This is an optimization exercise on Yosys and OpenROAD, whose aim is a short achievable clock period and few clock cycles per item, not a production implementation.
Only simulation tests tie the RTL to the original design; equivalence was not proved.
No activity file was given, so power comes from the tool's default toggle rates.

## flow/design.v (module list and top-level ports; edited modules follow where they fit)
// module dpvf_div8: 34 lines
// module discrete_pid_velocity_form: 3211 lines
module discrete_pid_velocity_form (
    input  wire                                 i_clk,
    input  wire                                 i_rst_n,
    input  wire                                 i_cfg_we,
    input  wire [dpvf_pkg::CFG_ADDR_W-1:0]      i_cfg_addr,
    input  wire [dpvf_pkg::G_W-1:0]             i_cfg_wdata,
    input  wire                                 i_s_axis_tvalid,
    output logic                                o_s_axis_tready,
    input  wire [dpvf_pkg::E_W+dpvf_pkg::DT_W-1:0] i_s_axis_tdata,   
    input  wire                                 i_s_axis_tuser,   
    output logic                                o_m_axis_tvalid,
    input  wire                                 i_m_axis_tready,
    output logic [dpvf_pkg::OUT_W-1:0]          o_m_axis_tdata,   
    output logic                                o_m_axis_tuser    
);
  // ...
==> flow/flow/run.sh <==
#!/bin/bash
# The standard layout (standard synthesis, same SDC and period), with the
# setup repair steps aiming at a tighter slack margin so the resizer works on
# every stage rather than only on paths that fail the 12 ns clock.
set -euo pipefail
bash standard.sh SETUP_SLACK_MARGIN=8.2 finish > make_finish.log 2>&1
==> flow/standard.sh <==
#!/bin/bash
# synth_recipe.tcl (not shown) runs the flow's synth.tcl, then flattens the netlist and writes it again
# the make line also repeats each setting of config.mk as NAME=value (left out here)
make -C /OpenROAD-flow-scripts/flow DESIGN_CONFIG=/design/flow/config.mk WORK_HOME=/design/flow/orfs CLKGATE_MAP_FILE= SYNTH_SCRIPT=/design/flow/synth_recipe.tcl "${@:-finish}"
==> flow/config.mk <==
export PLATFORM = sky130hd
export DESIGN_NAME = discrete_pid_velocity_form
export DESIGN_NICKNAME = discrete_pid_velocity_form
export VERILOG_FILES = /design/flow/design.v
export SDC_FILE = /design/flow/constraint.sdc
export NUM_CORES = 4
export LEC_CHECK = 0
export CAP_MARGIN = 70
export CORE_MARGIN = 2
export CORE_UTILIZATION = 55
export SLEW_MARGIN = 70
==> flow/constraint.sdc <==
create_clock -name core_clock -period 12.0 [get_ports {i_clk}]
set_input_delay 2.4000 -clock core_clock [delete_from_list [all_inputs] [get_ports {i_clk}]]
set_output_delay 2.4000 -clock core_clock [all_outputs]
set_load 0.01 [all_outputs]
==> qor.txt, run 1 <==
Hold Crit Start - d_m[1]
LEAKAGE - 0.108 µW
Setup WS pre-CTS - 7.47 ns
biggest regs - r_fifo: 693 flops, e1_ir0: 47 flops, e2_ir1: 46 flops
combinational share of power - 49.8%
routed wire length - 647,000 µm
worst setup path endpoint - o_m_axis_tdata[30]
Post-CTS Hold Buffers - 0
Worst VDD drop - 153 µV
WHS Path Cells - 0
Slew headroom - 66.5%
Seq/Total Area, Yosys - 36.5%
Crit Path Max Fanout - 1
largest family of logic cells by synthesized area - adder cells
asr flop ratio synth - 0%
Setup Viol. Count Final - 0
Netlist cell types - 100
clock tree buffer depth - 4
Worst Skew - 0.0757 ns
status - no timing/DRC/antenna violations
Worst setup SP type - flop
Internal - 34,400 µW
Pre-Repair DR Iteration Count - 7
GR met3 Demand/Resource - 4.77%
Starting Density - 55.2%
wire per inst - 24.0 µm
FP Rows - 229
DRC - 0
H-tree levels - 5
CTS Buf Count - 383
clk_buf instances - 505
Fill cells - 32,546
Crit. Startpoint - r_out[30]
multi-input logic area - 0.128 mm²
comb_multi_in - 14,587
P per Cell Area - 248 mW/mm²
grt met1 use - 43.4%
Non-CTS buffers - 511
Seq area share - 32.7%
Testbench counts, summed over its fixed seeds: cycles 1,344, items 1,200.
==> module dpvf_div8, before the edit <==
module dpvf_div8 (
    input  wire [15:0] rem,
    input  wire [2:0]  bits,
    input  wire [15:0] m1,
    input  wire [17:0] m3,
    input  wire [18:0] m5,
    input  wire [18:0] m6,
    input  wire [18:0] m7,
    output wire [2:0]  q,
    output wire [15:0] rem_o
);
    wire [19:0] rp = {1'b0, rem, bits};
    wire [19:0] d1 = rp - {4'b0, m1};
    wire [19:0] d2 = rp - {3'b0, m1, 1'b0};
    wire [19:0] d3 = rp - {2'b0, m3};
    wire [19:0] d4 = rp - {2'b0, m1, 2'b0};
    wire [19:0] d5 = rp - {1'b0, m5};
    wire [19:0] d6 = rp - {1'b0, m6};
    wire [19:0] d7 = rp - {1'b0, m7};
    wire g1 = !d1[19], g2 = !d2[19], g3 = !d3[19], g4 = !d4[19];
    wire g5 = !d5[19], g6 = !d6[19], g7 = !d7[19];
    wire s0 = !g1;
    wire s1 = g1 & !g2;
    wire s2 = g2 & !g3;
    wire s3 = g3 & !g4;
    wire s4 = g4 & !g5;
    wire s5 = g5 & !g6;
    wire s6 = g6 & !g7;
    wire s7 = g7;
    assign rem_o = ({16{s0}} & rp[15:0]) | ({16{s1}} & d1[15:0]) | ({16{s2}} & d2[15:0]) |
                   ({16{s3}} & d3[15:0]) | ({16{s4}} & d4[15:0]) | ({16{s5}} & d5[15:0]) |
                   ({16{s6}} & d6[15:0]) | ({16{s7}} & d7[15:0]);
    assign q = {g4, s2 | s3 | s6 | s7, s1 | s3 | s5 | s7};
endmodule
==> inputs of run 2 (changes only) <==
--- a/flow/design.v
+++ b/flow/design.v
@@ -38,28 +38,27 @@
 `default_nettype none
 import dpvf_pkg::*;
 module dpvf_div8 (
     input  wire [15:0] rem,
     input  wire [2:0]  bits,
     input  wire [15:0] m1,
     input  wire [17:0] m3,
     input  wire [18:0] m5,
-    input  wire [18:0] m6,
     input  wire [18:0] m7,
     output wire [2:0]  q,
     output wire [15:0] rem_o
 );
     wire [19:0] rp = {1'b0, rem, bits};
     wire [19:0] d1 = rp - {4'b0, m1};
     wire [19:0] d2 = rp - {3'b0, m1, 1'b0};
     wire [19:0] d3 = rp - {2'b0, m3};
     wire [19:0] d4 = rp - {2'b0, m1, 2'b0};
     wire [19:0] d5 = rp - {1'b0, m5};
-    wire [19:0] d6 = rp - {1'b0, m6};
+    wire [19:0] d6 = rp - {1'b0, m3, 1'b0};
     wire [19:0] d7 = rp - {1'b0, m7};
     wire g1 = !d1[19], g2 = !d2[19], g3 = !d3[19], g4 = !d4[19];
     wire g5 = !d5[19], g6 = !d6[19], g7 = !d7[19];
     wire s0 = !g1;
     wire s1 = g1 & !g2;
     wire s2 = g2 & !g3;
     wire s3 = g3 & !g4;
     wire s4 = g4 & !g5;
@@ -106,17 +105,17 @@
             case (r_cfg_addr)
                 2'd0: r_kp <= r_cfg_wdata;
                 2'd1: r_ki <= r_cfg_wdata;
                 2'd2: r_kd <= r_cfg_wdata;
                 default: ;
             endcase
         end
     end
-    localparam int CAP = 20;
+    localparam int CAP = 18;
     logic              r_rdy;
     logic [CAP-1:0]    r_occ;          
     logic              r_ovalid;
     logic              w_acc, w_pop;
     assign w_acc = i_s_axis_tvalid & r_rdy;
     assign w_pop = r_ovalid & i_m_axis_tready;
     always_ff @(posedge i_clk) begin
         if (!i_rst_n) begin
@@ -982,17 +981,17 @@
     wire w_ck_c401 = (w_ck_c376 & w_ck_s377) | (w_ck_c376 & w_ck_s285) | (w_ck_s377 & w_ck_s285);
     logic        c_v, c_cmd, c_neg, c_sp, c_si;
     logic [32:0] c_mr0, c_mr1, c_mr2, c_mr3;    
     logic [31:0] c_kr0, c_kr1, c_kr2, c_kr3;    
     logic [15:0] c_dem;                         
     logic [16:0] c_sem;                         
     logic [15:0] c_dt;
     logic [17:0] c_m3;
-    logic [18:0] c_m5, c_m6, c_m7;
+    logic [18:0] c_m5, c_m7;
     always_ff @(posedge i_clk) begin
         c_v   <= b_v & r_rst;
         c_cmd <= b_cmd;
         c_neg <= b_neg;
         c_mr0 <= {1'b0, w_cm_c145, w_cm_c184, w_cm_c183, w_cm_c182, w_cm_c207, w_cm_c206, w_cm_c205, w_cm_c204, w_cm_c203, w_cm_c202, w_cm_c201, w_cm_c199, w_cm_c197, w_cm_c195, w_cm_c194, w_cm_c193, w_cm_c192, w_cm_c191, w_cm_c190, w_cm_c189, w_cm_c188, w_cm_c187, w_cm_s187, w_cm_c186, w_cm_s186, w_cm_c185, w_cm_s185, w_cm_s146, w_cm_s87, w_cm_s0, (r_kd[1] & b_d2m[0]), (r_kd[0] & b_d2m[0])};
         c_mr1 <= {1'b0, (r_kd[15] & b_d2m[16]), w_cm_s145, w_cm_s184, w_cm_s183, w_cm_c181, w_cm_s207, w_cm_s206, w_cm_s205, w_cm_s204, w_cm_s203, w_cm_s202, w_cm_c200, w_cm_c198, w_cm_c196, w_cm_s195, w_cm_s194, w_cm_s193, w_cm_s192, w_cm_s191, w_cm_s190, w_cm_s189, w_cm_s188, (r_kd[0] & b_d2m[9]), w_cm_c148, 1'b0, w_cm_s147, 1'b0, 1'b0, 1'b0, 1'b0, (r_kd[0] & b_d2m[1]), 1'b0};
         c_mr2 <= {1'b0, 1'b0, 1'b0, 1'b0, 1'b0, w_cm_s182, 1'b0, 1'b0, w_cm_s139, w_cm_s178, w_cm_s176, w_cm_s174, w_cm_s201, w_cm_s199, w_cm_s197, w_cm_s196, w_cm_s162, w_cm_s160, w_cm_s158, w_cm_s156, 1'b0, w_cm_s100, w_cm_s19, 1'b0, w_cm_s149, 1'b0, (r_kd[0] & b_d2m[6]), 1'b0, 1'b0, 1'b0, 1'b0, 1'b0, 1'b0};
         c_mr3 <= {1'b0, 1'b0, 1'b0, 1'b0, 1'b0, 1'b0, 1'b0, 1'b0, 1'b0, 1'b0, 1'b0, 1'b0, w_cm_s172, w_cm_s200, w_cm_s198, 1'b0, w_cm_s163, w_cm_s113, w_cm_s37, 1'b0, 1'b0, 1'b0, 1'b0, 1'b0, 1'b0, 1'b0, 1'b0, 1'b0, 1'b0, 1'b0, 1'b0, 1'b0, 1'b0};
@@ -1002,17 +1001,16 @@
         c_kr3 <= {1'b0, 1'b0, 1'b0, 1'b0, 1'b0, 1'b0, 1'b0, 1'b0, 1'b0, 1'b0, 1'b0, 1'b0, w_ck_s368, w_ck_s394, 1'b0, w_ck_s362, w_ck_s316, w_ck_s245, 1'b0, 1'b0, 1'b0, 1'b0, 1'b0, 1'b0, 1'b0, 1'b0, 1'b0, 1'b0, 1'b0, 1'b0, 1'b0, 1'b0};
         c_sp  <= b_de[16];
         c_dem <= b_de[16] ? 16'(-b_de) : b_de[15:0];
         c_si  <= b_se[16];
         c_sem <= b_se[16] ? 17'(-b_se) : 17'(b_se);
         c_dt  <= b_dt;
         c_m3  <= {2'b0, b_dt} + {1'b0, b_dt, 1'b0};
         c_m5  <= {3'b0, b_dt} + {1'b0, b_dt, 2'b0};
-        c_m6  <= {2'b0, b_dt, 1'b0} + {1'b0, b_dt, 2'b0};
         c_m7  <= {b_dt, 3'b0} - {3'b0, b_dt};
     end
     wire w_dm_s402 = c_mr0[0] ^ c_mr1[0] ^ c_mr2[0];
     wire w_dm_c402 = (c_mr0[0] & c_mr1[0]) | (c_mr0[0] & c_mr2[0]) | (c_mr1[0] & c_mr2[0]);
     wire w_dm_s403 = c_mr0[1] ^ c_mr1[1] ^ c_mr2[1];
     wire w_dm_c403 = (c_mr0[1] & c_mr1[1]) | (c_mr0[1] & c_mr2[1]) | (c_mr1[1] & c_mr2[1]);
     wire w_dm_s404 = c_mr0[2] ^ c_mr1[2] ^ c_mr2[2];
     wire w_dm_c404 = (c_mr0[2] & c_mr1[2]) | (c_mr0[2] & c_mr2[2]) | (c_mr1[2] & c_mr2[2]);
@@ -1656,17 +1654,17 @@
     wire w_dp_c723 = (w_dp_c698 & w_dp_s699) | (w_dp_c698 & w_dp_s607) | (w_dp_s699 & w_dp_s607);
     logic        d_v, d_cmd, d_neg, d_sp, d_si;
     logic [32:0] d_m;                           
     logic [31:0] d_kidt;                        
     logic [31:0] d_pr0, d_pr1, d_pr2, d_pr3;    
     logic [16:0] d_sem;
     logic [15:0] d_dt;
     logic [17:0] d_m3;
-    logic [18:0] d_m5, d_m6, d_m7;
+    logic [18:0] d_m5, d_m7;
     wire  [32:0] w_dm0 = {w_dm_c465, w_dm_c464, w_dm_c463, w_dm_c462, w_dm_c461, w_dm_c460, w_dm_c459, w_dm_c458, w_dm_c457, w_dm_c456, w_dm_c455, w_dm_c454, w_dm_c453, w_dm_c452, w_dm_c451, w_dm_c450, w_dm_c449, w_dm_c448, w_dm_c447, w_dm_c446, w_dm_c445, w_dm_c444, w_dm_c443, w_dm_c442, w_dm_c441, w_dm_c440, w_dm_c439, w_dm_c438, w_dm_c437, w_dm_c436, w_dm_c435, w_dm_s435, w_dm_s402};
     wire  [32:0] w_dm1 = {w_dm_s466, w_dm_s465, w_dm_s464, w_dm_s463, w_dm_s462, w_dm_s461, w_dm_s460, w_dm_s459, w_dm_s458, w_dm_s457, w_dm_s456, w_dm_s455, w_dm_s454, w_dm_s453, w_dm_s452, w_dm_s451, w_dm_s450, w_dm_s449, w_dm_s448, w_dm_s447, w_dm_s446, w_dm_s445, w_dm_s444, w_dm_s443, w_dm_s442, w_dm_s441, w_dm_s440, w_dm_s439, w_dm_s438, w_dm_s437, w_dm_s436, 1'b0, c_mr3[0]};
     wire  [31:0] w_dk0 = {w_dk_c528, w_dk_c527, w_dk_c526, w_dk_c525, w_dk_c524, w_dk_c523, w_dk_c522, w_dk_c521, w_dk_c520, w_dk_c519, w_dk_c518, w_dk_c517, w_dk_c516, w_dk_c515, w_dk_c514, w_dk_c513, w_dk_c512, w_dk_c511, w_dk_c510, w_dk_c509, w_dk_c508, w_dk_c507, w_dk_c506, w_dk_c505, w_dk_c504, w_dk_c503, w_dk_c502, w_dk_c501, w_dk_c500, w_dk_c499, w_dk_s499, w_dk_s467};
     wire  [31:0] w_dk1 = {w_dk_s529, w_dk_s528, w_dk_s527, w_dk_s526, w_dk_s525, w_dk_s524, w_dk_s523, w_dk_s522, w_dk_s521, w_dk_s520, w_dk_s519, w_dk_s518, w_dk_s517, w_dk_s516, w_dk_s515, w_dk_s514, w_dk_s513, w_dk_s512, w_dk_s511, w_dk_s510, w_dk_s509, w_dk_s508, w_dk_s507, w_dk_s506, w_dk_s505, w_dk_s504, w_dk_s503, w_dk_s502, w_dk_s501, w_dk_s500, 1'b0, c_kr3[0]};
     always_ff @(posedge i_clk) begin
         d_v    <= c_v & r_rst;
         d_cmd  <= c_cmd;
         d_neg  <= c_neg;
@@ -1677,29 +1675,28 @@
         d_pr2 <= {1'b0, 1'b0, 1'b0, 1'b0, 1'b0, w_dp_s700, 1'b0, 1'b0, w_dp_s660, w_dp_s696, w_dp_s694, w_dp_s692, w_dp_s717, w_dp_s715, w_dp_s714, w_dp_s683, w_dp_s681, w_dp_s679, w_dp_s677, 1'b0, w_dp_s625, w_dp_s549, 1'b0, w_dp_s670, 1'b0, (r_kp[0] & c_dem[6]), 1'b0, 1'b0, 1'b0, 1'b0, 1'b0, 1'b0};
         d_pr3 <= {1'b0, 1'b0, 1'b0, 1'b0, 1'b0, 1'b0, 1'b0, 1'b0, 1'b0, 1'b0, 1'b0, 1'b0, w_dp_s690, w_dp_s716, 1'b0, w_dp_s684, w_dp_s638, w_dp_s567, 1'b0, 1'b0, 1'b0, 1'b0, 1'b0, 1'b0, 1'b0, 1'b0, 1'b0, 1'b0, 1'b0, 1'b0, 1'b0, 1'b0};
         d_sp   <= c_sp;
         d_si   <= c_si;
         d_sem  <= c_sem;
         d_dt   <= c_dt;
         d_m3   <= c_m3;
         d_m5   <= c_m5;
-        d_m6   <= c_m6;
         d_m7   <= c_m7;
     end
     logic        e1_v, e1_cmd, e1_neg, e1_ovf;
     logic [15:0] e1_rem;
     logic [2:0] e1_q;
     logic [15:0] e1_dt;
     logic [17:0] e1_m3;
-    logic [18:0] e1_m5, e1_m6, e1_m7;
+    logic [18:0] e1_m5, e1_m7;
     logic [14:0] e1_mlo;
     wire  [2:0]  w_e1_q;
     wire  [15:0] w_e1_rem;
-    dpvf_div8 u_e1 (.rem({1'b0, d_m[32:18]}), .bits(d_m[17:15]), .m1(d_dt), .m3(d_m3), .m5(d_m5), .m6(d_m6), .m7(d_m7), .q(w_e1_q), .rem_o(w_e1_rem));
+    dpvf_div8 u_e1 (.rem({1'b0, d_m[32:18]}), .bits(d_m[17:15]), .m1(d_dt), .m3(d_m3), .m5(d_m5), .m7(d_m7), .q(w_e1_q), .rem_o(w_e1_rem));
     wire w_e1i_s724 = (d_kidt[2] & d_sem[0]) ^ (d_kidt[1] & d_sem[1]) ^ (d_kidt[0] & d_sem[2]);
     wire w_e1i_c724 = ((d_kidt[2] & d_sem[0]) & (d_kidt[1] & d_sem[1])) | ((d_kidt[2] & d_sem[0]) & (d_kidt[0] & d_sem[2])) | ((d_kidt[1] & d_sem[1]) & (d_kidt[0] & d_sem[2]));
     wire w_e1i_s725 = (d_kidt[3] & d_sem[0]) ^ (d_kidt[2] & d_sem[1]) ^ (d_kidt[1] & d_sem[2]);
     wire w_e1i_c725 = ((d_kidt[3] & d_sem[0]) & (d_kidt[2] & d_sem[1])) | ((d_kidt[3] & d_sem[0]) & (d_kidt[1] & d_sem[2])) | ((d_kidt[2] & d_sem[1]) & (d_kidt[1] & d_sem[2]));
     wire w_e1i_s726 = (d_kidt[4] & d_sem[0]) ^ (d_kidt[3] & d_sem[1]) ^ (d_kidt[2] & d_sem[2]);
     wire w_e1i_c726 = ((d_kidt[4] & d_sem[0]) & (d_kidt[3] & d_sem[1])) | ((d_kidt[4] & d_sem[0]) & (d_kidt[2] & d_sem[2])) | ((d_kidt[3] & d_sem[1]) & (d_kidt[2] & d_sem[2]));
     wire w_e1i_s727 = (d_kidt[5] & d_sem[0]) ^ (d_kidt[4] & d_sem[1]) ^ (d_kidt[3] & d_sem[2]);
     wire w_e1i_c727 = ((d_kidt[5] & d_sem[0]) & (d_kidt[4] & d_sem[1])) | ((d_kidt[5] & d_sem[0]) & (d_kidt[3] & d_sem[2])) | ((d_kidt[4] & d_sem[1]) & (d_kidt[3] & d_sem[2]));
@@ -2725,38 +2722,37 @@
         e1_cmd <= d_cmd;
         e1_neg <= d_neg;
         e1_ovf <= {1'b0, d_m[32:18]} >= d_dt;
         e1_q   <= w_e1_q;
         e1_rem <= w_e1_rem;
         e1_dt  <= d_dt;
         e1_m3  <= d_m3;
         e1_m5  <= d_m5;
-        e1_m6  <= d_m6;
         e1_m7  <= d_m7;
         e1_mlo <= d_m[14:0];
         e1_ir0 <= {1'b0, w_e1i_c1029, w_e1i_c1116, w_e1i_c1115, w_e1i_c1114, w_e1i_c1171, w_e1i_c1170, w_e1i_c1169, w_e1i_c1168, w_e1i_c1167, w_e1i_c1166, w_e1i_c1165, w_e1i_c1163, w_e1i_c1161, w_e1i_c1159, w_e1i_c1157, w_e1i_c1155, w_e1i_c1153, w_e1i_c1151, w_e1i_c1149, w_e1i_c1147, w_e1i_c1145, w_e1i_c1143, w_e1i_c1141, w_e1i_c1139, w_e1i_c1137, w_e1i_c1135, w_e1i_c1133, w_e1i_c1131, w_e1i_c1129, w_e1i_c1127, w_e1i_c1126, w_e1i_c1125, w_e1i_c1124, w_e1i_c1123, w_e1i_c1122, w_e1i_c1121, w_e1i_c1120, w_e1i_c1119, w_e1i_s1119, w_e1i_c1118, w_e1i_s1118, w_e1i_c1117, w_e1i_s1117, w_e1i_s1030, w_e1i_s907, w_e1i_s724, (d_kidt[1] & d_sem[0]), (d_kidt[0] & d_sem[0])};
         e1_ir1 <= {1'b0, (d_kidt[31] & d_sem[16]), w_e1i_s1029, w_e1i_s1116, w_e1i_s1115, w_e1i_c1113, w_e1i_s1171, w_e1i_s1170, w_e1i_s1169, w_e1i_s1168, w_e1i_s1167, w_e1i_s1166, w_e1i_c1164, w_e1i_c1162, w_e1i_c1160, w_e1i_c1158, w_e1i_c1156, w_e1i_c1154, w_e1i_c1152, w_e1i_c1150, w_e1i_c1148, w_e1i_c1146, w_e1i_c1144, w_e1i_c1142, w_e1i_c1140, w_e1i_c1138, w_e1i_c1136, w_e1i_c1134, w_e1i_c1132, w_e1i_c1130, w_e1i_c1128, w_e1i_s1127, w_e1i_s1126, w_e1i_s1125, w_e1i_s1124, w_e1i_s1123, w_e1i_s1122, w_e1i_s1121, w_e1i_s1120, (d_kidt[0] & d_sem[9]), w_e1i_c1032, 1'b0, w_e1i_s1031, 1'b0, 1'b0, 1'b0, 1'b0, (d_kidt[0] & d_sem[1]), 1'b0};
         e1_ir2 <= {1'b0, 1'b0, 1'b0, 1'b0, 1'b0, w_e1i_s1114, 1'b0, 1'b0, w_e1i_s1023, w_e1i_s1110, w_e1i_s1108, w_e1i_s1106, w_e1i_s1165, w_e1i_s1163, w_e1i_s1161, w_e1i_s1159, w_e1i_s1157, w_e1i_s1155, w_e1i_s1153, w_e1i_s1151, w_e1i_s1149, w_e1i_s1147, w_e1i_s1145, w_e1i_s1143, w_e1i_s1141, w_e1i_s1139, w_e1i_s1137, w_e1i_s1135, w_e1i_s1133, w_e1i_s1131, w_e1i_s1129, w_e1i_s1128, w_e1i_s1046, w_e1i_s1044, w_e1i_s1042, w_e1i_s1040, 1'b0, w_e1i_s920, w_e1i_s743, 1'b0, w_e1i_s1033, 1'b0, (d_kidt[0] & d_sem[6]), 1'b0, 1'b0, 1'b0, 1'b0, 1'b0, 1'b0};
         e1_ir3 <= {1'b0, 1'b0, 1'b0, 1'b0, 1'b0, 1'b0, 1'b0, 1'b0, 1'b0, 1'b0, 1'b0, 1'b0, w_e1i_s1104, w_e1i_s1164, w_e1i_s1162, w_e1i_s1160, w_e1i_s1158, w_e1i_s1156, w_e1i_s1154, w_e1i_s1152, w_e1i_s1150, w_e1i_s1148, w_e1i_s1146, w_e1i_s1144, w_e1i_s1142, w_e1i_s1140, w_e1i_s1138, w_e1i_s1136, w_e1i_s1134, w_e1i_s1132, w_e1i_s1130, 1'b0, w_e1i_s1047, w_e1i_s933, w_e1i_s761, 1'b0, 1'b0, 1'b0, 1'b0, 1'b0, 1'b0, 1'b0, 1'b0, 1'b0, 1'b0, 1'b0, 1'b0, 1'b0, 1'b0};
         e1_pr0 <= {w_e1p_c1233, w_e1p_c1232, w_e1p_c1231, w_e1p_c1230, w_e1p_c1229, w_e1p_c1228, w_e1p_c1227, w_e1p_c1226, w_e1p_c1225, w_e1p_c1224, w_e1p_c1223, w_e1p_c1222, w_e1p_c1221, w_e1p_c1220, w_e1p_c1219, w_e1p_c1218, w_e1p_c1217, w_e1p_c1216, w_e1p_c1215, w_e1p_c1214, w_e1p_c1213, w_e1p_c1212, w_e1p_c1211, w_e1p_c1210, w_e1p_c1209, w_e1p_c1208, w_e1p_c1207, w_e1p_c1206, w_e1p_c1205, w_e1p_c1204, w_e1p_s1204, w_e1p_s1172};
         e1_pr1 <= {w_e1p_s1234, w_e1p_s1233, w_e1p_s1232, w_e1p_s1231, w_e1p_s1230, w_e1p_s1229, w_e1p_s1228, w_e1p_s1227, w_e1p_s1226, w_e1p_s1225, w_e1p_s1224, w_e1p_s1223, w_e1p_s1222, w_e1p_s1221, w_e1p_s1220, w_e1p_s1219, w_e1p_s1218, w_e1p_s1217, w_e1p_s1216, w_e1p_s1215, w_e1p_s1214, w_e1p_s1213, w_e1p_s1212, w_e1p_s1211, w_e1p_s1210, w_e1p_s1209, w_e1p_s1208, w_e1p_s1207, w_e1p_s1206, w_e1p_s1205, 1'b0, d_pr3[0]};
         e1_sp <= d_sp;
         e1_si <= d_si;
     end
     logic        e2_v, e2_cmd, e2_neg, e2_ovf;
     logic [15:0] e2_rem;
     logic [5:0] e2_q;
     logic [15:0] e2_dt;
     logic [17:0] e2_m3;
-    logic [18:0] e2_m5, e2_m6, e2_m7;
+    logic [18:0] e2_m5, e2_m7;
     logic [11:0] e2_mlo;
     wire  [2:0]  w_e2_q;
     wire  [15:0] w_e2_rem;
-    dpvf_div8 u_e2 (.rem(e1_rem), .bits({e1_mlo[14], e1_mlo[13], e1_mlo[12]}), .m1(e1_dt), .m3(e1_m3), .m5(e1_m5), .m6(e1_m6), .m7(e1_m7), .q(w_e2_q), .rem_o(w_e2_rem));
+    dpvf_div8 u_e2 (.rem(e1_rem), .bits({e1_mlo[14], e1_mlo[13], e1_mlo[12]}), .m1(e1_dt), .m3(e1_m3), .m5(e1_m5), .m7(e1_m7), .q(w_e2_q), .rem_o(w_e2_rem));
     wire w_e2i_s1235 = e1_ir0[0] ^ e1_ir1[0] ^ e1_ir2[0];
     wire w_e2i_c1235 = (e1_ir0[0] & e1_ir1[0]) | (e1_ir0[0] & e1_ir2[0]) | (e1_ir1[0] & e1_ir2[0]);
     wire w_e2i_s1236 = e1_ir0[1] ^ e1_ir1[1] ^ e1_ir2[1];
     wire w_e2i_c1236 = (e1_ir0[1] & e1_ir1[1]) | (e1_ir0[1] & e1_ir2[1]) | (e1_ir1[1] & e1_ir2[1]);
     wire w_e2i_s1237 = e1_ir0[2] ^ e1_ir1[2] ^ e1_ir2[2];
     wire w_e2i_c1237 = (e1_ir0[2] & e1_ir1[2]) | (e1_ir0[2] & e1_ir2[2]) | (e1_ir1[2] & e1_ir2[2]);
     wire w_e2i_s1238 = e1_ir0[3] ^ e1_ir1[3] ^ e1_ir2[3];
     wire w_e2i_c1238 = (e1_ir0[3] & e1_ir1[3]) | (e1_ir0[3] & e1_ir2[3]) | (e1_ir1[3] & e1_ir2[3]);
@@ -2954,252 +2950,242 @@
         e2_cmd <= e1_cmd;
         e2_neg <= e1_neg;
         e2_ovf <= e1_ovf;
         e2_q   <= {e1_q, w_e2_q};
         e2_rem <= w_e2_rem;
         e2_dt  <= e1_dt;
         e2_m3  <= e1_m3;
         e2_m5  <= e1_m5;
-        e2_m6  <= e1_m6;
         e2_m7  <= e1_m7;
         e2_mlo <= e1_mlo[11:0];
         e2_ir0 <= {w_e2i_c1330, w_e2i_c1329, w_e2i_c1328, w_e2i_c1327, w_e2i_c1326, w_e2i_c1325, w_e2i_c1324, w_e2i_c1323, w_e2i_c1322, w_e2i_c1321, w_e2i_c1320, w_e2i_c1319, w_e2i_c1318, w_e2i_c1317, w_e2i_c1316, w_e2i_c1315, w_e2i_c1314, w_e2i_c1313, w_e2i_c1312, w_e2i_c1311, w_e2i_c1310, w_e2i_c1309, w_e2i_c1308, w_e2i_c1307, w_e2i_c1306, w_e2i_c1305, w_e2i_c1304, w_e2i_c1303, w_e2i_c1302, w_e2i_c1301, w_e2i_c1300, w_e2i_c1299, w_e2i_c1298, w_e2i_c1297, w_e2i_c1296, w_e2i_c1295, w_e2i_c1294, w_e2i_c1293, w_e2i_c1292, w_e2i_c1291, w_e2i_c1290, w_e2i_c1289, w_e2i_c1288, w_e2i_c1287, w_e2i_c1286, w_e2i_c1285, w_e2i_c1284, w_e2i_s1284, w_e2i_s1235};
         e2_ir1 <= {w_e2i_s1331, w_e2i_s1330, w_e2i_s1329, w_e2i_s1328, w_e2i_s1327, w_e2i_s1326, w_e2i_s1325, w_e2i_s1324, w_e2i_s1323, w_e2i_s1322, w_e2i_s1321, w_e2i_s1320, w_e2i_s1319, w_e2i_s1318, w_e2i_s1317, w_e2i_s1316, w_e2i_s1315, w_e2i_s1314, w_e2i_s1313, w_e2i_s1312, w_e2i_s1311, w_e2i_s1310, w_e2i_s1309, w_e2i_s1308, w_e2i_s1307, w_e2i_s1306, w_e2i_s1305, w_e2i_s1304, w_e2i_s1303, w_e2i_s1302, w_e2i_s1301, w_e2i_s1300, w_e2i_s1299, w_e2i_s1298, w_e2i_s1297, w_e2i_s1296, w_e2i_s1295, w_e2i_s1294, w_e2i_s1293, w_e2i_s1292, w_e2i_s1291, w_e2i_s1290, w_e2i_s1289, w_e2i_s1288, w_e2i_s1287, w_e2i_s1286, w_e2i_s1285, 1'b0, e1_ir3[0]};
         e2_pm <= e1_pr0 + e1_pr1;
         e2_sp <= e1_sp;
         e2_si <= e1_si;
     end
     logic        e3_v, e3_cmd, e3_neg, e3_ovf;
     logic [15:0] e3_rem;
     logic [8:0] e3_q;
     logic [15:0] e3_dt;
     logic [17:0] e3_m3;
-    logic [18:0] e3_m5, e3_m6, e3_m7;
+    logic [18:0] e3_m5, e3_m7;
     logic [8:0] e3_mlo;
     wire  [2:0]  w_e3_q;
     wire  [15:0] w_e3_rem;
-    dpvf_div8 u_e3 (.rem(e2_rem), .bits({e2_mlo[11], e2_mlo[10], e2_mlo[9]}), .m1(e2_dt), .m3(e2_m3), .m5(e2_m5), .m6(e2_m6), .m7(e2_m7), .q(w_e3_q), .rem_o(w_e3_rem));
+    dpvf_div8 u_e3 (.rem(e2_rem), .bits({e2_mlo[11], e2_mlo[10], e2_mlo[9]}), .m1(e2_dt), .m3(e2_m3), .m5(e2_m5), .m7(e2_m7), .q(w_e3_q), .rem_o(w_e3_rem));
     logic [31:0] e3_im;                            
     logic [31:0] e3_pm;
     logic        e3_sp, e3_si;
     wire  [48:0] w_e3_ip = e2_ir0 + e2_ir1;
     always_ff @(posedge i_clk) begin
         e3_v   <= e2_v & r_rst;
         e3_cmd <= e2_cmd;
         e3_neg <= e2_neg;
         e3_ovf <= e2_ovf;
         e3_q   <= {e2_q, w_e3_q};
         e3_rem <= w_e3_rem;
         e3_dt  <= e2_dt;
         e3_m3  <= e2_m3;
         e3_m5  <= e2_m5;
-        e3_m6  <= e2_m6;
         e3_m7  <= e2_m7;
         e3_mlo <= e2_mlo[8:0];
         e3_im <= w_e3_ip[48:17];
         e3_pm <= e2_pm;
         e3_sp <= e2_sp;
         e3_si <= e2_si;
     end
     logic        e4_v, e4_cmd, e4_neg, e4_ovf;
     logic [15:0] e4_rem;
     logic [11:0] e4_q;
     logic [15:0] e4_dt;
     logic [17:0] e4_m3;
-    logic [18:0] e4_m5, e4_m6, e4_m7;
+    logic [18:0] e4_m5, e4_m7;
     logic [5:0] e4_mlo;
     wire  [2:0]  w_e4_q;
     wire  [15:0] w_e4_rem;
-    dpvf_div8 u_e4 (.rem(e3_rem), .bits({e3_mlo[8], e3_mlo[7], e3_mlo[6]}), .m1(e3_dt), .m3(e3_m3), .m5(e3_m5), .m6(e3_m6), .m7(e3_m7), .q(w_e4_q), .rem_o(w_e4_rem));
+    dpvf_div8 u_e4 (.rem(e3_rem), .bits({e3_mlo[8], e3_mlo[7], e3_mlo[6]}), .m1(e3_dt), .m3(e3_m3), .m5(e3_m5), .m7(e3_m7), .q(w_e4_q), .rem_o(w_e4_rem));
     logic [33:0] e4_ps, e4_is;                     
     always_ff @(posedge i_clk) begin
         e4_v   <= e3_v & r_rst;
         e4_cmd <= e3_cmd;
         e4_neg <= e3_neg;
         e4_ovf <= e3_ovf;
         e4_q   <= {e3_q, w_e4_q};
         e4_rem <= w_e4_rem;
         e4_dt  <= e3_dt;
         e4_m3  <= e3_m3;
         e4_m5  <= e3_m5;
-        e4_m6  <= e3_m6;
         e4_m7  <= e3_m7;
         e4_mlo <= e3_mlo[5:0];
         e4_ps <= ({2'b0, e3_pm} ^ {34{e3_sp}}) + 34'(e3_sp);
         e4_is <= ({2'b0, e3_im} ^ {34{e3_si}}) + 34'(e3_si);
     end
     logic        e5_v, e5_cmd, e5_neg, e5_ovf;
     logic [15:0] e5_rem;
     logic [14:0] e5_q;
     logic [15:0] e5_dt;
     logic [17:0] e5_m3;
-    logic [18:0] e5_m5, e5_m6, e5_m7;
+    logic [18:0] e5_m5, e5_m7;
     logic [2:0] e5_mlo;
     wire  [2:0]  w_e5_q;
     wire  [15:0] w_e5_rem;
-    dpvf_div8 u_e5 (.rem(e4_rem), .bits({e4_mlo[5], e4_mlo[4], e4_mlo[3]}), .m1(e4_dt), .m3(e4_m3), .m5(e4_m5), .m6(e4_m6), .m7(e4_m7), .q(w_e5_q), .rem_o(w_e5_rem));
+    dpvf_div8 u_e5 (.rem(e4_rem), .bits({e4_mlo[5], e4_mlo[4], e4_mlo[3]}), .m1(e4_dt), .m3(e4_m3), .m5(e4_m5), .m7(e4_m7), .q(w_e5_q), .rem_o(w_e5_rem));
     logic [34:0] e5_pi;                            
     always_ff @(posedge i_clk) begin
         e5_v   <= e4_v & r_rst;
         e5_cmd <= e4_cmd;
         e5_neg <= e4_neg;
         e5_ovf <= e4_ovf;
         e5_q   <= {e4_q, w_e5_q};
         e5_rem <= w_e5_rem;
         e5_dt  <= e4_dt;
         e5_m3  <= e4_m3;
         e5_m5  <= e4_m5;
-        e5_m6  <= e4_m6;
         e5_m7  <= e4_m7;
         e5_mlo <= e4_mlo[2:0];
         e5_pi <= {e4_ps[33], e4_ps} + {e4_is[33], e4_is};
     end
     logic        e6_v, e6_cmd, e6_neg, e6_ovf;
     logic [15:0] e6_rem;
     logic [17:0] e6_q;
     logic [15:0] e6_dt;
     logic [17:0] e6_m3;
-    logic [18:0] e6_m5, e6_m6, e6_m7;
+    logic [18:0] e6_m5, e6_m7;
     wire  [2:0]  w_e6_q;
     wire  [15:0] w_e6_rem;
-    dpvf_div8 u_e6 (.rem(e5_rem), .bits({e5_mlo[2], e5_mlo[1], e5_mlo[0]}), .m1(e5_dt), .m3(e5_m3), .m5(e5_m5), .m6(e5_m6), .m7(e5_m7), .q(w_e6_q), .rem_o(w_e6_rem));
+    dpvf_div8 u_e6 (.rem(e5_rem), .bits({e5_mlo[2], e5_mlo[1], e5_mlo[0]}), .m1(e5_dt), .m3(e5_m3), .m5(e5_m5), .m7(e5_m7), .q(w_e6_q), .rem_o(w_e6_rem));
     logic [34:0] e6_pi;
     always_ff @(posedge i_clk) begin
         e6_v   <= e5_v & r_rst;
         e6_cmd <= e5_cmd;
         e6_neg <= e5_neg;
         e6_ovf <= e5_ovf;
         e6_q   <= {e5_q, w_e6_q};
         e6_rem <= w_e6_rem;
         e6_dt  <= e5_dt;
         e6_m3  <= e5_m3;
         e6_m5  <= e5_m5;
-        e6_m6  <= e5_m6;
         e6_m7  <= e5_m7;
         e6_pi <= e5_pi;
     end
     logic        e7_v, e7_cmd, e7_neg, e7_ovf;
     logic [15:0] e7_rem;
     logic [20:0] e7_q;
     logic [15:0] e7_dt;
     logic [17:0] e7_m3;
-    logic [18:0] e7_m5, e7_m6, e7_m7;
+    logic [18:0] e7_m5, e7_m7;
     wire  [2:0]  w_e7_q;
     wire  [15:0] w_e7_rem;
-    dpvf_div8 u_e7 (.rem(e6_rem), .bits({1'b0, 1'b0, 1'b0}), .m1(e6_dt), .m3(e6_m3), .m5(e6_m5), .m6(e6_m6), .m7(e6_m7), .q(w_e7_q), .rem_o(w_e7_rem));
+    dpvf_div8 u_e7 (.rem(e6_rem), .bits({1'b0, 1'b0, 1'b0}), .m1(e6_dt), .m3(e6_m3), .m5(e6_m5), .m7(e6_m7), .q(w_e7_q), .rem_o(w_e7_rem));
     logic [34:0] e7_pi;
     always_ff @(posedge i_clk) begin
         e7_v   <= e6_v & r_rst;
         e7_cmd <= e6_cmd;
         e7_neg <= e6_neg;
         e7_ovf <= e6_ovf;
         e7_q   <= {e6_q, w_e7_q};
         e7_rem <= w_e7_rem;
         e7_dt  <= e6_dt;
         e7_m3  <= e6_m3;
         e7_m5  <= e6_m5;
-        e7_m6  <= e6_m6;
         e7_m7  <= e6_m7;
         e7_pi <= e6_pi;
     end
     logic        e8_v, e8_cmd, e8_neg, e8_ovf;
     logic [15:0] e8_rem;
     logic [23:0] e8_q;
     logic [15:0] e8_dt;
     logic [17:0] e8_m3;
-    logic [18:0] e8_m5, e8_m6, e8_m7;
+    logic [18:0] e8_m5, e8_m7;
     wire  [2:0]  w_e8_q;
     wire  [15:0] w_e8_rem;
-    dpvf_div8 u_e8 (.rem(e7_rem), .bits({1'b0, 1'b0, 1'b0}), .m1(e7_dt), .m3(e7_m3), .m5(e7_m5), .m6(e7_m6), .m7(e7_m7), .q(w_e8_q), .rem_o(w_e8_rem));
+    dpvf_div8 u_e8 (.rem(e7_rem), .bits({1'b0, 1'b0, 1'b0}), .m1(e7_dt), .m3(e7_m3), .m5(e7_m5), .m7(e7_m7), .q(w_e8_q), .rem_o(w_e8_rem));
     logic [34:0] e8_pi;
     always_ff @(posedge i_clk) begin
         e8_v   <= e7_v & r_rst;
         e8_cmd <= e7_cmd;
         e8_neg <= e7_neg;
         e8_ovf <= e7_ovf;
         e8_q   <= {e7_q, w_e8_q};
         e8_rem <= w_e8_rem;
         e8_dt  <= e7_dt;
         e8_m3  <= e7_m3;
         e8_m5  <= e7_m5;
-        e8_m6  <= e7_m6;
         e8_m7  <= e7_m7;
         e8_pi <= e7_pi;
     end
     logic        e9_v, e9_cmd, e9_neg, e9_ovf;
     logic [15:0] e9_rem;
     logic [26:0] e9_q;
     logic [15:0] e9_dt;
     logic [17:0] e9_m3;
-    logic [18:0] e9_m5, e9_m6, e9_m7;
+    logic [18:0] e9_m5, e9_m7;
     wire  [2:0]  w_e9_q;
     wire  [15:0] w_e9_rem;
-    dpvf_div8 u_e9 (.rem(e8_rem), .bits({1'b0, 1'b0, 1'b0}), .m1(e8_dt), .m3(e8_m3), .m5(e8_m5), .m6(e8_m6), .m7(e8_m7), .q(w_e9_q), .rem_o(w_e9_rem));
+    dpvf_div8 u_e9 (.rem(e8_rem), .bits({1'b0, 1'b0, 1'b0}), .m1(e8_dt), .m3(e8_m3), .m5(e8_m5), .m7(e8_m7), .q(w_e9_q), .rem_o(w_e9_rem));
     logic [34:0] e9_pi;
     always_ff @(posedge i_clk) begin
         e9_v   <= e8_v & r_rst;
         e9_cmd <= e8_cmd;
         e9_neg <= e8_neg;
         e9_ovf <= e8_ovf;
         e9_q   <= {e8_q, w_e9_q};
         e9_rem <= w_e9_rem;
         e9_dt  <= e8_dt;
         e9_m3  <= e8_m3;
         e9_m5  <= e8_m5;
-        e9_m6  <= e8_m6;
         e9_m7  <= e8_m7;
         e9_pi <= e8_pi;
     end
     logic        e10_v, e10_cmd, e10_neg, e10_ovf;
     logic [15:0] e10_rem;
     logic [29:0] e10_q;
     logic [15:0] e10_dt;
     logic [17:0] e10_m3;
-    logic [18:0] e10_m5, e10_m6, e10_m7;
+    logic [18:0] e10_m5, e10_m7;
     wire  [2:0]  w_e10_q;
     wire  [15:0] w_e10_rem;
-    dpvf_div8 u_e10 (.rem(e9_rem), .bits({1'b0, 1'b0, 1'b0}), .m1(e9_dt), .m3(e9_m3), .m5(e9_m5), .m6(e9_m6), .m7(e9_m7), .q(w_e10_q), .rem_o(w_e10_rem));
+    dpvf_div8 u_e10 (.rem(e9_rem), .bits({1'b0, 1'b0, 1'b0}), .m1(e9_dt), .m3(e9_m3), .m5(e9_m5), .m7(e9_m7), .q(w_e10_q), .rem_o(w_e10_rem));
     logic [34:0] e10_pi;
     always_ff @(posedge i_clk) begin
         e10_v   <= e9_v & r_rst;
         e10_cmd <= e9_cmd;
         e10_neg <= e9_neg;
         e10_ovf <= e9_ovf;
         e10_q   <= {e9_q, w_e10_q};
         e10_rem <= w_e10_rem;
         e10_dt  <= e9_dt;
         e10_m3  <= e9_m3;
         e10_m5  <= e9_m5;
-        e10_m6  <= e9_m6;
         e10_m7  <= e9_m7;
         e10_pi <= e9_pi;
     end
     logic        e11_v, e11_cmd, e11_neg, e11_ovf;
     logic [15:0] e11_rem;
     logic [32:0] e11_q;
     logic [15:0] e11_dt;
     logic [17:0] e11_m3;
-    logic [18:0] e11_m5, e11_m6, e11_m7;
+    logic [18:0] e11_m5, e11_m7;
     wire  [2:0]  w_e11_q;
     wire  [15:0] w_e11_rem;
-    dpvf_div8 u_e11 (.rem(e10_rem), .bits({1'b0, 1'b0, 1'b0}), .m1(e10_dt), .m3(e10_m3), .m5(e10_m5), .m6(e10_m6), .m7(e10_m7), .q(w_e11_q), .rem_o(w_e11_rem));
+    dpvf_div8 u_e11 (.rem(e10_rem), .bits({1'b0, 1'b0, 1'b0}), .m1(e10_dt), .m3(e10_m3), .m5(e10_m5), .m7(e10_m7), .q(w_e11_q), .rem_o(w_e11_rem));
     logic [36:0] e11_pic, e11_thc, e11_tlc;
     wire  [36:0] w_e11_pi = {{2{e10_pi[34]}}, e10_pi};
     always_ff @(posedge i_clk) begin
         e11_v   <= e10_v & r_rst;
         e11_cmd <= e10_cmd;
         e11_neg <= e10_neg;
         e11_ovf <= e10_ovf;
         e11_q   <= {e10_q, w_e11_q};
         e11_rem <= w_e11_rem;
         e11_dt  <= e10_dt;
         e11_m3  <= e10_m3;
         e11_m5  <= e10_m5;
-        e11_m6  <= e10_m6;
         e11_m7  <= e10_m7;
         e11_pic <= w_e11_pi + 37'(e10_neg);
         e11_thc <= 37'h0_7FFF_FFFF - w_e11_pi + 37'(!e10_neg);
         e11_tlc <= 37'h1F_8000_0000 - w_e11_pi + 37'(!e10_neg);
     end
     logic               f_v, f_kill;
     logic signed [35:0] f_delta;
     logic signed [36:0] f_thi, f_tlo;
@@ -3227,57 +3213,58 @@
         end else begin
             f_delta <= $signed(({36{w_f_q0}} & w_f_d1[35:0]) | ({36{!w_f_q0}} & w_f_d0[35:0]));
             f_thi   <= $signed(({37{w_f_q0}} & w_f_h1) | ({37{!w_f_q0}} & w_f_h0));
             f_tlo   <= $signed(({37{w_f_q0}} & w_f_l1) | ({37{!w_f_q0}} & w_f_l0));
         end
     end
     logic signed [31:0] r_u1;
     logic        z_v, z_sat;
-    logic [31:0] z_data;               
+    logic [4:0]  z_idx;                
     wire signed [36:0] w_u1x = 37'(r_u1);
     wire        w_hi  = w_u1x > f_thi;
     wire        w_lo  = w_u1x < f_tlo;
     wire [31:0] w_t   = r_u1 + f_delta[31:0];
-    wire [31:0] w_nx  = w_hi ? 32'h7FFF_FFFF : (w_lo ? 32'h8000_0000 : w_t);
-    always_ff @(posedge i_clk) begin
-        if (f_kill) r_u1 <= '0;
-        else        r_u1 <= w_nx;
-        z_data <= f_kill ? 32'd0 : w_nx;
-        z_sat  <= !f_kill & (w_hi | w_lo);
-        z_v    <= f_v & r_rst;
-    end
-    localparam int FD = 21;
+    wire [31:0] w_nx  = f_kill ? 32'd0 : (w_hi ? 32'h7FFF_FFFF : (w_lo ? 32'h8000_0000 : w_t));
+    wire        w_gv  = f_v & r_rst;                  
+    wire [32:0] w_res = {!f_kill & (w_hi | w_lo), w_nx};
+    localparam int FD = 19;
     logic [32:0]    r_fifo [0:FD-1];
     logic [4:0]     r_wr, r_rd, r_rd1;      
     logic [FD-1:0]  r_fill;                    
     logic [32:0]    r_out;
-    wire            w_zv    = z_v & r_rst;
-    wire [32:0]     w_zd    = {z_sat, z_data};
-    wire [32:0]     w_hold  = r_fill[0]                 ? r_fifo[r_rd]  : w_zd;
-    wire [32:0]     w_next  = (r_fill[1] || !r_fill[0]) ? r_fifo[r_rd1] : w_zd;
+    wire [32:0]     w_zd    = {z_sat, r_u1};
+    wire [32:0]     w_e0    = (z_v && z_idx == r_rd)  ? w_zd : r_fifo[r_rd];
+    wire [32:0]     w_e1    = (z_v && z_idx == r_rd1) ? w_zd : r_fifo[r_rd1];
+    wire [32:0]     w_hold  = r_fill[0]                 ? w_e0 : w_res;
+    wire [32:0]     w_next  = (r_fill[1] || !r_fill[0]) ? w_e1 : w_res;
     always_ff @(posedge i_clk) begin
-        if (w_zv) r_fifo[r_wr] <= w_zd;
+        if (f_kill) r_u1 <= '0;
+        else        r_u1 <= w_nx;
+        z_sat <= !f_kill & (w_hi | w_lo);
+        z_v   <= w_gv;
+        z_idx <= r_wr;
+        if (z_v) r_fifo[z_idx] <= w_zd;
     end
     always_ff @(posedge i_clk) begin
         if (!i_rst_n) begin
             r_wr     <= '0;
             r_rd     <= '0;
             r_rd1    <= 5'(1);
             r_fill   <= '0;
             r_ovalid <= 1'b0;
         end else begin
-            if (w_zv) r_wr <= (r_wr == 5'(FD-1)) ? '0 : r_wr + 5'(1);
+            if (w_gv) r_wr <= (r_wr == 5'(FD-1)) ? '0 : r_wr + 5'(1);
             if (w_pop) begin
                 r_rd  <= r_rd1;
                 r_rd1 <= (r_rd1 == 5'(FD-1)) ? '0 : r_rd1 + 5'(1);
             end
-            if (w_zv && !w_pop)      r_fill <= {r_fill[FD-2:0], 1'b1};
-            else if (w_pop && !w_zv) r_fill <= {1'b0, r_fill[FD-1:1]};
-            r_ovalid <= w_zv || (w_pop ? r_fill[1] : r_fill[0]);
+            if (w_gv && !w_pop)      r_fill <= {r_fill[FD-2:0], 1'b1};
+            else if (w_pop && !w_gv) r_fill <= {1'b0, r_fill[FD-1:1]};
+            r_ovalid <= w_gv || (w_pop ? r_fill[1] : r_fill[0]);
         end
     end
     always_ff @(posedge i_clk) begin
         r_out <= w_pop ? w_next : w_hold;
     end
     assign o_m_axis_tvalid = r_ovalid;
     assign o_m_axis_tdata  = r_out[31:0];
     assign o_m_axis_tuser  = r_out[32];
==> flow/flow/run.sh (replaced) <==
#!/bin/bash
# The standard layout (standard synthesis, same SDC and period), with the
# setup repair steps aiming at a tighter slack margin so the resizer works on
# every stage rather than only on paths that fail the 12 ns clock.
set -euo pipefail
bash standard.sh SETUP_SLACK_MARGIN=8.4 finish > make_finish.log 2>&1
==> run 2 against run 1 <==
  * Still clean on timing, DRC and antenna
  * Sequential power hardly changed
  * Flip-flop and latch count is 65 lower
  * Sequential share of layout area down 0.88 points
  * Register-to-register slack better by 0.02 ns
  * Combinational power grew 6%
  * Largest cell class unchanged
==> qor.txt, run 2 <==
status - no timing/DRC/antenna violations
clock tree buffer depth - 4 (unchanged)
Final Hold Fails - 0
FP Rows - 227 (-0.87%)
critical path class - reg2out
ratio of cells with drive above 1 in the final layout - 14.6%
Final period util - 33.2%
Setup WS pre-CTS - 7.07 ns (-0.402 ns)
Synth area leaders - dfxtp_1 (27%), ha_1 (12%), fa_1 (11%)
R2R Path End - e6_rem[2]
most frequent cells in the layout - dfxtp_1 (2,467), inv_1 (2,339), ha_1 (1,906)
syn_area_per_cell - 10.0 µm²
I/O pin count - 91
CP max stage delay - 0.41 ns
worst setup path endpoint - o_m_axis_tdata[4]
Worst EP required - 9.60 ns
routed wire length - 640,000 µm (-1.0%)
worst slew pin tran - 0.685 ns
Die ar. - 0.389 mm²
CTS tree - built
top-count cell post-synth - dfxtp_1
gr usage total - 32.2%
biggest regs - r_fifo: 627 flops, e1_ir0: 47 flops, e2_ir1: 46 flops
crit-path leading delay family - flip-flops
Worst-Skew Late Latency - 1.04 ns
initial antenna violation count - 32
asr flop ratio synth - 0% (unchanged)
core footprint - 0.382 mm²
Worst setup SP type - flop
EDFF count, synth - 627
Worst VDD drop - 164 µV (+7.4%)
Reg2Reg Depth - 18
WP depth - 1
Final HPWL DP - 484,000 µm
cells after synthesis - 21,031
Netlist cell types - 104 (+4.0%)
Seq cells post-synth - 3,505
worst path bufs/invs - 1
share of Yosys cell area claimed by the top area cell type - 27.3%
first-pass GRT wire length - 958,000 µm
CP Data Arrival Time - 1.58 ns
CTS Buf Count - 373 (-2.6%)
Post-synth top cells - dfxtp_1 (2,878), inv_1 (2,384), ha_1 (1,976), nand2_1 (1,497), fa_1 (1,121)
LEAKAGE - 0.107 µW (-0.89%)
R2R Path Start - e5_mlo[1]
H-tree levels - 5 (unchanged)
Setup Viol. Count Final - 0 (unchanged)
Crit. Startpoint - r_out[4]
PnR worst setup slack - 8.02 ns
YS warnings - 1
type of the tightest min-delay check - reg2reg
Die Span Y - 624 µm
number of flip-flops in the largest register - 627
clock sink count - 3,505
fmax - 251 MHz
final-report max-slew violation count - 0
FF/Latch Area - 0.0774 mm²
Mapped Nets - 24,184
post-route ant nets - 0
Top FF cell, synth - dfxtp_1
Top reg by flops - r_fifo
die width - 624 µm
Post-CTS Hold Buffers - 0 (unchanged)
area grow syn2layout - 15.1%
fin util - 63.6%
Seq/Total Area, Yosys - 36.2% (-0.34 points)
vias - 156,281
crit path cell chain - buf_6
final net count - 24,725
Port Buffers - 90
area of the mapped netlist - 0.211 mm²
CP max-delay cell - dfxtp_4
Worst Skew - 0.102 ns (+0.0265 ns)
Slew headroom - 54.3% (-12 points)
Fill cells - 31,687 (-2.6%)
DRC - 0 (unchanged)
CP endpoint kind - primary output
flop-to-flop setup slack - 8.22 ns
multi-input logic area - 0.130 mm² (+0.82%)
commonest non-fill, non-tap cell in the layout - dfxtp_1
final RePlAce weighted congestion - 0.944
via-per-instance ratio - 5.80
Congestion Overflow GR - 0
P per Cell Area - 255 mW/mm² (+2.7%)
Synth area leader - dfxtp_1
Crit Path Max Fanout - 1 (unchanged)
Starting Density - 55.3% (about the same)
max-cap violations - 0
root buf cell - clkbuf_16
Pre-Repair DR Iteration Count - 8 (+1)
TNS Setup - 0 ns
Period minus WS final - 3.98 ns
largest net degree at the start of global routing - 71
vias in the first global route - 155,460
Worst-path clk slew - 0.07 ns
DR iter-0 viols - 12,394
wire per inst - 23.7 µm (-1.0%)
RSZ-0062 raised after global routing - yes
## run 2: timing repair
item | in CTS | in global routing
setup buffers | 173 | 204
cloned | 11 | 10
endpoints found under the setup margin | 390 | 357
resized for setup | 860 | 627
pin swaps | 198 | 343
## run 2: where the power goes
| part | switching [µW] | internal (µW) |
|---|---|---|
| logic | 17800 | 13900 |
| registers | 3270 | 14800 |
| clock network | 5100 | 7120 |
| total | 26200 | 35900 |
## run 2: worst min path at each step
stage | startpoint | endpoint | slack (ns) | cells after the start
5_1_grt | e7_q[4] | e8_q[7] | 0.29 | 0
3_5_place_dp | e2_sp | e3_sp | 0.31 | 0
3_3_place_gp | c_cmd | d_cmd | 0.31 | 0
6_report | e6_pi[12] | e7_pi[12] | 0.28 | 0
2_1_floorplan | e4_mlo[1] | e5_mlo[1] | 0.31 | 0
4_1_cts | e7_q[4] | e8_q[7] | 0.28 | 0
## run 2: area by class of cell
| class | instances | share of cell area, % |
|---|---|---|
| multi-input cells | 14533 | 53.3 |
| flip-flops and latches | 3505 | 31.8 |
| clock buffers | 494 | 4.34 |
| inverters | 2385 | 3.70 |
| repair buffers | 774 | 3.17 |
| well taps | 5038 | 2.59 |
| clock inverters | 204 | 1.07 |
| diodes | 28 | 0.0288 |
## run 2: logic make-up after synthesis
group | after synthesis | share of synthesized area (%)
simple gates | 5193 | 12.3
xor+xnor | 1439 | 5.97
buf+inv | 3000 | 5.35
fa+ha+maj | 3097 | 22.3
compound gates | 4266 | 13.4
flops | 3505 | 36.2
mux | 531 | 4.47
## run 2: metrics by stage
stage                     cells  power (µW)  cell area [µm²]  hold slack [ns]
final                     26961       62100           243000            0.278
after global routing      26954       66000           243000            0.286
after CTS                 26704       60300           238000            0.281
after detailed placement  25822       46500           221000            0.312
after global placement    25715       45700           218000            0.310
after floorplan           21031       37200           212000            0.310
## run 2: per-layer routing
metal / vias up / routed length, µm / global-route usage (%)
met5: - / 40 / 0
met4: 6 / 35600 / 14.8
met3: 1327 / 37500 / 4.10
met2: 4984 / 298000 / 53.5
met1: 76349 / 269000 / 41.8
li1: 73615 / - / -
Testbench counts of run 2, summed over its fixed seeds: cycles 1,336, items 1,200.
==> inputs of run 3 (changes only) <==
--- a/flow/config.mk
+++ b/flow/config.mk
@@ -7,5 +7,5 @@
 export LEC_CHECK = 0
 export CAP_MARGIN = 70
 export CORE_MARGIN = 2
-export CORE_UTILIZATION = 55
+export CORE_UTILIZATION = 70
 export SLEW_MARGIN = 70
==> run 3 against run 2 <==
  * Still clean on timing, DRC and antenna
  * Register-to-register slack worse by 0.05 ns
  * Hold slack better by 0.014 ns
  * Final cell count is 4.4% lower
  * Non-clock buffer count is 50 lower
  * Core utilization grew 17 points
  * Sequential share of layout area rose by 0.32 points
  * Area after synthesis unchanged
  * Clock-buffer cell count fell by 26
  * Via count up 4.6%
  * Critical endpoint is now o_m_axis_tdata[3]
==> qor.txt, run 3 <==
most frequent cells in the layout - dfxtp_1 (2,457), inv_1 (2,337), ha_1 (1,898)
CP endpoint kind - primary output
Internal - 35,500 µW (-1.1%)
Congestion Overflow GR - 0 (unchanged)
Worst Skew - 0.0815 ns (-0.0207 ns)
combinational share of power - 51.7% (+0.6 points)
Synth area leader - dfxtp_1
gr usage total - 40.2% (+8.1 points)
LEAKAGE - 0.106 µW (-0.73%)
fmax - 252 MHz (+0.41%)
status - no timing/DRC/antenna violations
multi-input logic area - 0.129 mm² (about the same)
Seq cells post-synth - 3,505 (unchanged)
Setup Viol. Count Final - 0 (unchanged)
crit path cell chain - buf_6
FF/Latch Area - 0.0774 mm² (about the same)
clock tree buffer depth - 4 (unchanged)
largest net degree at the start of global routing - 71 (unchanged)
Period minus WS final - 3.97 ns (-0.0164 ns)
Die Span Y - 553 µm (-11%)
Final period util - 33.0% (-0.14 points)
DRC - 0 (unchanged)
H-tree levels - 5 (unchanged)
via-per-instance ratio - 6.34 (+9.5%)
number of flip-flops in the largest register - 627 (unchanged)
EDFF count, synth - 627 (unchanged)
R2R Path End - f_thi[36]
Psw - 26,400 µW (+0.85%)
Reg2Reg Depth - 17 (-1)
Post-synth top cells - dfxtp_1 (2,878), inv_1 (2,384), ha_1 (1,976), nand2_1 (1,497), fa_1 (1,121)
Final HPWL DP - 455,000 µm (-5.8%)
Worst VDD drop - 189 µV (+15%)
Worst-Skew Late Latency - 0.99 ns (-0.05 ns)
DR iter-0 viols - 16,396 (+32%)
Clk network pwr share - 18.9% (-0.8 points)
R2R Path Start - e11_dt[14]
Starting Density - 70.4% (+15 points)
area of the mapped netlist - 0.211 mm² (unchanged)
post-route ant nets - 0 (unchanged)
worst setup path endpoint - o_m_axis_tdata[3]
Sw Ratio - 42.7% (+0.47 points)
Mapped Nets - 24,184 (unchanged)
die width - 553 µm (-11%)
Seq pwr share - 29.5% (+0.3 points)
Final Hold Fails - 0 (unchanged)
worst path bufs/invs - 1 (unchanged)
Port Buffers - 90 (unchanged)
wire per inst - 24.7 µm (+4.2%)
asr flop ratio synth - 0% (unchanged)
top-count cell post-synth - dfxtp_1
YS warnings - 1 (unchanged)
type of the tightest min-delay check - reg2reg
vias in the first global route - 164,007 (+5.5%)
final-report max-slew violation count - 0 (unchanged)
ratio of cells with drive above 1 in the final layout - 14.1% (-0.49 points)
biggest regs - r_fifo: 627 flops, e1_ir0: 47 flops, e2_ir1: 46 flops
Top FF cell, synth - dfxtp_1
CP max-delay cell - dfxtp_4
commonest non-fill, non-tap cell in the layout - dfxtp_1
Crit Path Max Fanout - 1 (unchanged)
routed wire length - 637,000 µm (-0.40%)
Final Instance Area - 0.241 mm² (-1.1%)
Pwr Total - 61,900 µW (-0.26%)
RSZ-0062 raised after global routing - yes
flop-to-flop setup slack - 8.17 ns (-0.05 ns)
Netlist cell types - 104 (unchanged)
root buf cell - clkbuf_16
TNS Setup - 0 ns (unchanged)
first-pass GRT wire length - 953,000 µm (-0.53%)
WP depth - 1 (unchanged)
area grow syn2layout - 13.9%
Pre-Repair DR Iteration Count - 10 (+2)
Synth area leaders - dfxtp_1 (27%), ha_1 (12%), fa_1 (11%)
CTS Buf Count - 355 (-4.8%)
Slew headroom - 62.6% (+8.2 points)
vias - 163,541 (+4.6%)
CP Data Arrival Time - 1.57 ns (about the same)
Crit. Startpoint - r_out[3]
clock sink count - 3,505 (unchanged)
final net count - 24,655 (-0.28%)
Worst setup SP type - flop
cells after synthesis - 21,031 (unchanged)
critical path class - reg2out
Worst-path clk slew - 0.06 ns (about the same)
syn_area_per_cell - 10.0 µm² (unchanged)
initial antenna violation count - 25 (-22%)
Top reg by flops - r_fifo
Fill cells - 18,593 (-41%)
Die ar. - 0.306 mm² (-21%)
fin util - 80.2% (+17 points)
share of Yosys cell area claimed by the top area cell type - 27.3% (unchanged)
Placed Area - 0.220 mm² (-0.70%)
CTS tree - built
I/O pin count - 91 (unchanged)
crit-path leading delay family - flip-flops
core footprint - 0.300 mm² (-22%)
P per Cell Area - 257 mW/mm² (+0.82%)
CP max stage delay - 0.43 ns (+0.02 ns)
FP Rows - 201 (-11%)
Seq/Total Area, Yosys - 36.2% (unchanged)
max-cap violations - 0 (unchanged)
Worst EP required - 9.60 ns (about the same)
worst slew pin tran - 0.560 ns (-0.124 ns)
final RePlAce weighted congestion - 0.974 (+3.2%)
run 3: cell type report:
type / count / share of cell area [%]
multi-input combinational: 14531 / 53.8
timing repair buffer: 724 / 3.09
inverter: 2385 / 3.74
clock inverter: 191 / 1.02
tap: 3958 / 2.06
clock buffer: 468 / 4.13
antenna: 13 / 0.0135
sequential: 3505 / 32.2
run 3: how the worst min path moves through the flow:
stage,slack (ns),cells after the start,startpoint,end
after detailed placement,0.31,0,b_cmd,c_cmd
after global routing,0.31,0,e6_q[7],e7_q[10]
after CTS,0.30,0,e8_cmd,e9_cmd
final,0.29,0,e6_q[7],e7_q[10]
after floorplan,0.31,0,e4_mlo[1],e5_mlo[1]
after global placement,0.31,0,c_dt[3],d_dt[3]
run 3: through the flow:
stage	hold WS [ns]	std cells	setup slack (ns)
2_1_floorplan	0.310	21031	8.12
3_3_place_gp	0.310	24619	6.81
3_5_place_dp	0.312	24705	7.35
4_1_cts	0.300	25540	8.01
5_1_grt	0.307	25768	8.03
6_report	0.292	25775	8.03
run 3: power groups by stage:
stage | Sequential [µW] | Clock [µW] | Combinational, µW
finish | 18200 | 11700 | 32000
global route | 18300 | 12200 | 34700
CTS | 18000 | 11700 | 29400
detailed placement | 18200 | 0 | 27800
global placement | 18100 | 0 | 26800
floorplan | 16200 | 0 | 21000
run 3: kinds of logic after synthesis:
group / share of synthesized area (%)
adder cells (fa/ha/maj): 22.3
buffers and inverters: 5.35
AO/OA/AOI/OAI: 13.4
flip-flops: 36.2
AND/OR/NAND/NOR: 12.3
XOR/XNOR: 5.97
multiplexers: 4.47
run 3: repair_timing:
| action | 4_1_cts | 5_1_grt |
|---|---|---|
| pin swaps | 182 | 305 |
| cloned | 4 | 8 |
| setup buffers | 172 | 190 |
| endpoints found under the setup margin | 354 | 369 |
| gates resized for setup | 821 | 629 |
| hold buffers | 0 | 0 |
run 3: per-layer routing:
metal  vias to the layer above  global-route usage (%)  share of wire [%]
li1                      73389                       -                  -
met1                     78955                    49.6                 37
met2                      8758                    65.9                 46
met3                      2425                    6.79                8.9
met4                        14                    25.2                7.7
met5                         -                  0.0625              0.015
run 3: worst reg2reg max path, stage by stage (launching register included):
cell      delay, ns
dfxtp_1        0.30
inv_1          0.08
ha_4           0.21
a21o_1         0.20
a211oi_4       0.19
buf_4          0.19
o211a_4        0.36
buf_4          0.22
nand2_8        0.06
a211oi_4       0.26
or3_4          0.20
a41oi_4        0.14
o211ai_4       0.29
buf_6          0.14
nand4_4        0.12
a2111o_1       0.42
a221o_1        0.32
nand3_1        0.07

==> separate check: timing with driven ports <==
Ports are ideal in the flow. The routed layouts listed here were re-timed in OpenROAD.
Step 1, drivers: a clkbuf_16 drives i_clk and a buf_2 each remaining input, both assumed.
Step 2, shift: input delay + t, output delay - t, t = (earliest + latest rising clock arrival at the registers) / 2. This alone moves slack from input paths to output paths.
Three values: ideal ports, drivers, drivers and shift; two values: the first two.
| run | t (ns) | slack for setup (ns) | worst slew at a driven data input, ns | cell pins on the clock port's net |
|---|---|---|---|---|
| run 1 | 1.088 | 8.102 / 7.987 / 7.447 | 0.11 | 1 |
| run 2 | 1.099 | 8.018 / 7.908 / 7.477 | 0.06 | 1 |
| run 3 | 1.066 | 8.034 / 7.918 / 7.348 | 0.10 | 1 |
After both steps every run listed still meets setup and hold. The setup slack of run 3, which loses most, moves by -0.116 ns with the drivers and by -0.686 ns with both steps.
